This is an optimization exercise on Yosys and OpenROAD, whose aim is a short achievable clock period and few clock cycles, not a production implementation.
Only simulation tests tie the RTL to the original design; equivalence was not proved.
Power and IR drop assume default switching activity.

## pine
## icache_top
module icache_top
(
	input  logic  clk,
	input  logic  rst_n,
	input  logic [31:0] i_pc,
	input  logic  i_l2_rvalid,
	input  logic [31:0] i_l2_rdata,
	output logic [31:0] o_code,
	output logic  o_code_valid,
	output logic  o_miss,
	output logic  o_l2_req,
	output logic [31:0] o_l2_addr
);
For scale: about 5700 cells after synthesis, roughly 2600 flip-flops.
Settings: LEC_CHECK=0, CAP_MARGIN=20, CORE_MARGIN=2, CORE_UTILIZATION=55, SETUP_SLACK_MARGIN=2.5, SLEW_MARGIN=20, SYNTH_HIERARCHICAL=1; clock period 5.5 ns.
run.sh (not shown) runs the stock make flow with config.mk's settings and CLKGATE_MAP_FILE= SYNTH_SCRIPT=/design/flow/synth_recipe.tcl, a recipe that flattens the netlist after the stock synthesis.
Testbench counts of pine, summed over its fixed seeds: cycles 73,500.
Changes in maple relative to pine:
-- flow/design.v --
<<< pine, line 161
	icache_g_nand4 u_ns (.i_a(e), .o_y(o_nseq));
endmodule
module icache_g_and2
(
	input  logic [1:0] i_a,
	output logic       o_y
);
	assign o_y = &i_a;
endmodule
module icache_pdec
(
	input  logic [3:0]  i_a,
	output logic [15:0] o_oh
);
	logic [3:0] an;
	logic [3:0] lo, hi;
	for (genvar b = 0; b < 4; b++)
	begin : g_inv
		icache_g_inv u_inv (.i_a(i_a[b]), .o_y(an[b]));
	end
	for (genvar k = 0; k < 4; k++)
	begin : g_pre
		icache_g_and2 u_lo
		(
			.i_a ({k[1] ? i_a[1] : an[1], k[0] ? i_a[0] : an[0]}),
			.o_y (lo[k])
		);
		icache_g_and2 u_hi
		(
			.i_a ({k[1] ? i_a[3] : an[3], k[0] ? i_a[2] : an[2]}),
			.o_y (hi[k])
		);
	end
	for (genvar i = 0; i < 16; i++)
	begin : g_line
		icache_g_and2 u_and (.i_a({hi[i/4], lo[i%4]}), .o_y(o_oh[i]));
	end
endmodule
`timescale 1ns/100ps
module icache_word_sel
>>> maple, line 161
	icache_g_nand4 u_ns (.i_a(e), .o_y(o_nseq));
endmodule
`timescale 1ns/100ps
module icache_word_sel
<<< pine, line 295
	logic [31:0]  rd_word;
	assign pidx = i_pc[5:2];
	icache_pdec u_pdec (.i_a(pidx), .o_oh(pdec));
	logic [8:0]   eqn [W];
	logic [W-1:0] nfast;
>>> maple, line 259
	logic [31:0]  rd_word;
	assign pidx = i_pc[5:2];
	always_comb
		for (int i = 0; i < N; i++)
			pdec[i] = (pidx == 4'(i));
	logic [8:0]   eqn [W];
	logic [W-1:0] nfast;
<<< pine, line 368
	always_comb
	begin
		pdec_n = {pdec[N-2:0], 1'b0};
		next_ok = 1'b0;
		for (int w = 0; w < W; w++)
>>> maple, line 334
	always_comb
	begin
		for (int i = 0; i < N; i++)
			pdec_n[i] = (pidx == 4'(i - 1)) && (i != 0);
		next_ok = 1'b0;
		for (int w = 0; w < W; w++)
Results
maple has completed all stages; timing, DRC and antenna checks passed.
Against pine, worst relative slew slack in maple came out worse.
Fraction of power consumed by the clock network was lower in pine than in maple.
Looking at synthesized cell count, maple sits above pine.
maple ends up with a overall track demand over capacity in global routing that is 0.96 points lower than in pine.
In maple, the layout net count came out 1.0% above the value in pine.
Diff maple..pine | die footprint | negligible
The final reports for maple and pine show buffer count excluding the clock tree in the final layout higher in the former.
Any difference in smallest hold slack between pine and maple is small enough to ignore.
The setup slack of maple is higher than that of pine.
Compared maple against pine; total clock network power within noise.
Testbench counts of maple, summed over its fixed seeds: cycles 73,500.

* * *

## 07-22
icache_top again, from the RTL that the note above started with.
clock: 5.5 ns
lec_check: 0
cap_margin: 20
core_margin: 2
core_utilization: 40
setup_slack_margin: 2.5
slew_margin: 20
synth_hierarchical: 1
Testbench counts of 07-22, summed over its fixed seeds: cycles 73,500.
#### Input delta (02-11 over 07-22)
--- a/flow/design.v
+++ b/flow/design.v
@@ -154,54 +154,18 @@
 	end
 	assign o_n = n;
 	for (genvar k = 0; k < 3; k++)
 	begin : g_e
 		icache_g_nor3 u_e (.i_a(n[3*k +: 3]), .o_y(e[k]));
 	end
 	icache_g_nor2 u_e3 (.i_a(n[10:9]), .o_y(e[3]));
 	icache_g_nand4 u_ns (.i_a(e), .o_y(o_nseq));
 endmodule
-module icache_g_and2
-(
-	input  logic [1:0] i_a,
-	output logic       o_y
-);
-	assign o_y = &i_a;
-endmodule
-module icache_pdec
-(
-	input  logic [3:0]  i_a,
-	output logic [15:0] o_oh
-);
-	logic [3:0] an;
-	logic [3:0] lo, hi;
-	for (genvar b = 0; b < 4; b++)
-	begin : g_inv
-		icache_g_inv u_inv (.i_a(i_a[b]), .o_y(an[b]));
-	end
-	for (genvar k = 0; k < 4; k++)
-	begin : g_pre
-		icache_g_and2 u_lo
-		(
-			.i_a ({k[1] ? i_a[1] : an[1], k[0] ? i_a[0] : an[0]}),
-			.o_y (lo[k])
-		);
-		icache_g_and2 u_hi
-		(
-			.i_a ({k[1] ? i_a[3] : an[3], k[0] ? i_a[2] : an[2]}),
-			.o_y (hi[k])
-		);
-	end
-	for (genvar i = 0; i < 16; i++)
-	begin : g_line
-		icache_g_and2 u_and (.i_a({hi[i/4], lo[i%4]}), .o_y(o_oh[i]));
-	end
-endmodule
 `timescale 1ns/100ps
 module icache_word_sel
 (
 	input  logic [15:0]  i_word,
 	input  logic [511:0] i_mem,
 	output logic [31:0]  o_data
 );
 	always_comb
 	begin
@@ -288,19 +252,21 @@
 	logic [W-1:0] match;
 	logic [W-1:0] ready;
 	logic [W-1:0] arrive;
 	logic [W-1:0] full;       
 	logic         nslow_q;    
 	logic         hit;
 	logic         deliver;
 	logic [31:0]  rd_word;
 	assign pidx = i_pc[5:2];
-	icache_pdec u_pdec (.i_a(pidx), .o_oh(pdec));
+	always_comb
+		for (int i = 0; i < N; i++)
+			pdec[i] = (pidx == 4'(i));
 	logic [8:0]   eqn [W];
 	logic [W-1:0] nfast;
 	logic [3:0]   pinc;
 	logic         seq_ok;
 	logic [10:0]  seqn;
 	logic         nseq;
 	logic         seq;
 	icache_seq u_seq
 	(
@@ -361,19 +327,20 @@
 			.o_y (rd_word[b])
 		);
 	end
 	assign hit     = |match;
 	assign deliver = |(match & full) || seq || !nslow_q;
 	logic [N-1:0] pdec_n;
 	logic         next_ok;
 	always_comb
 	begin
-		pdec_n = {pdec[N-2:0], 1'b0};
+		for (int i = 0; i < N; i++)
+			pdec_n[i] = (pidx == 4'(i - 1)) && (i != 0);
 		next_ok = 1'b0;
 		for (int w = 0; w < W; w++)
 			next_ok = next_ok || (match[w] &&
 				|((wvalid[w] | ({N{i_l2_rvalid}} & q_oh0[w])) & pdec_n));
 	end
 	logic victim_busy;
 	assign victim_busy = |(victim & (act | q_w0 | q_w1 | req_w));
 	logic alloc;
 	assign alloc = !hit && !victim_busy && !(|alloc_q);
==> notes.md <==
- ~same xor/xnor cell area share of the yosys netlist in 02-11 and 07-22
- Delta(combinational group power, 02-11 - 07-22) < 0
- 02-11 against 07-22: clock period minus worst slack now larger, design area now larger, area added between synthesis and finish now larger, via density per instance now smaller.
- Global-route wire length before repair across 02-11 and 07-22: no real change.
- Clock buffer count from CTS, 02-11 and 07-22: lower on 07-22
- Changes observed in 02-11 relative to 07-22: sequential share of layout area fell 0.78 points; leakage power figure rose about 1.7%; top achievable clock speed fell 0.76%.
Testbench counts of 02-11, summed over its fixed seeds: cycles 73,500.

==> what the ideal ports hide <==
The results above use ideal ports. As a check the final layouts listed here were re-extracted and re-timed, cells and wires unchanged. Step 1 (the two cells are an assumption about what drives the block):
set clk [get_ports {clk}]
set_driving_cell -lib_cell sky130_fd_sc_hd__clkbuf_16 $clk
set_driving_cell -lib_cell sky130_fd_sc_hd__buf_2 [delete_from_list [all_inputs] $clk]
Step 2 adds t to the input delays and takes it off the output delays; t is the mean of the earliest and latest rising clock arrival at the registers after step 1. Input paths then give back, and output paths get back, about the clock's delay inside the block. Slacks: ideal / step 1 / step 2; pairs: ideal / step 1.
run	shift t [ns]	setup WS [ns]	pins driven straight from the clock port
pine	1.003	2.127 / 2.058 / 1.413	1
maple	1.002	2.154 / 2.086 / 1.548	1
07-22	0.973	2.162 / 2.127 / 1.515	1
02-11	1.018	2.137 / 1.955 / 1.313	1
After both steps setup and hold are still met in every run listed. The setup slack of 02-11, which loses most, moves by -0.182 ns with the drivers and by -0.824 ns with both steps.
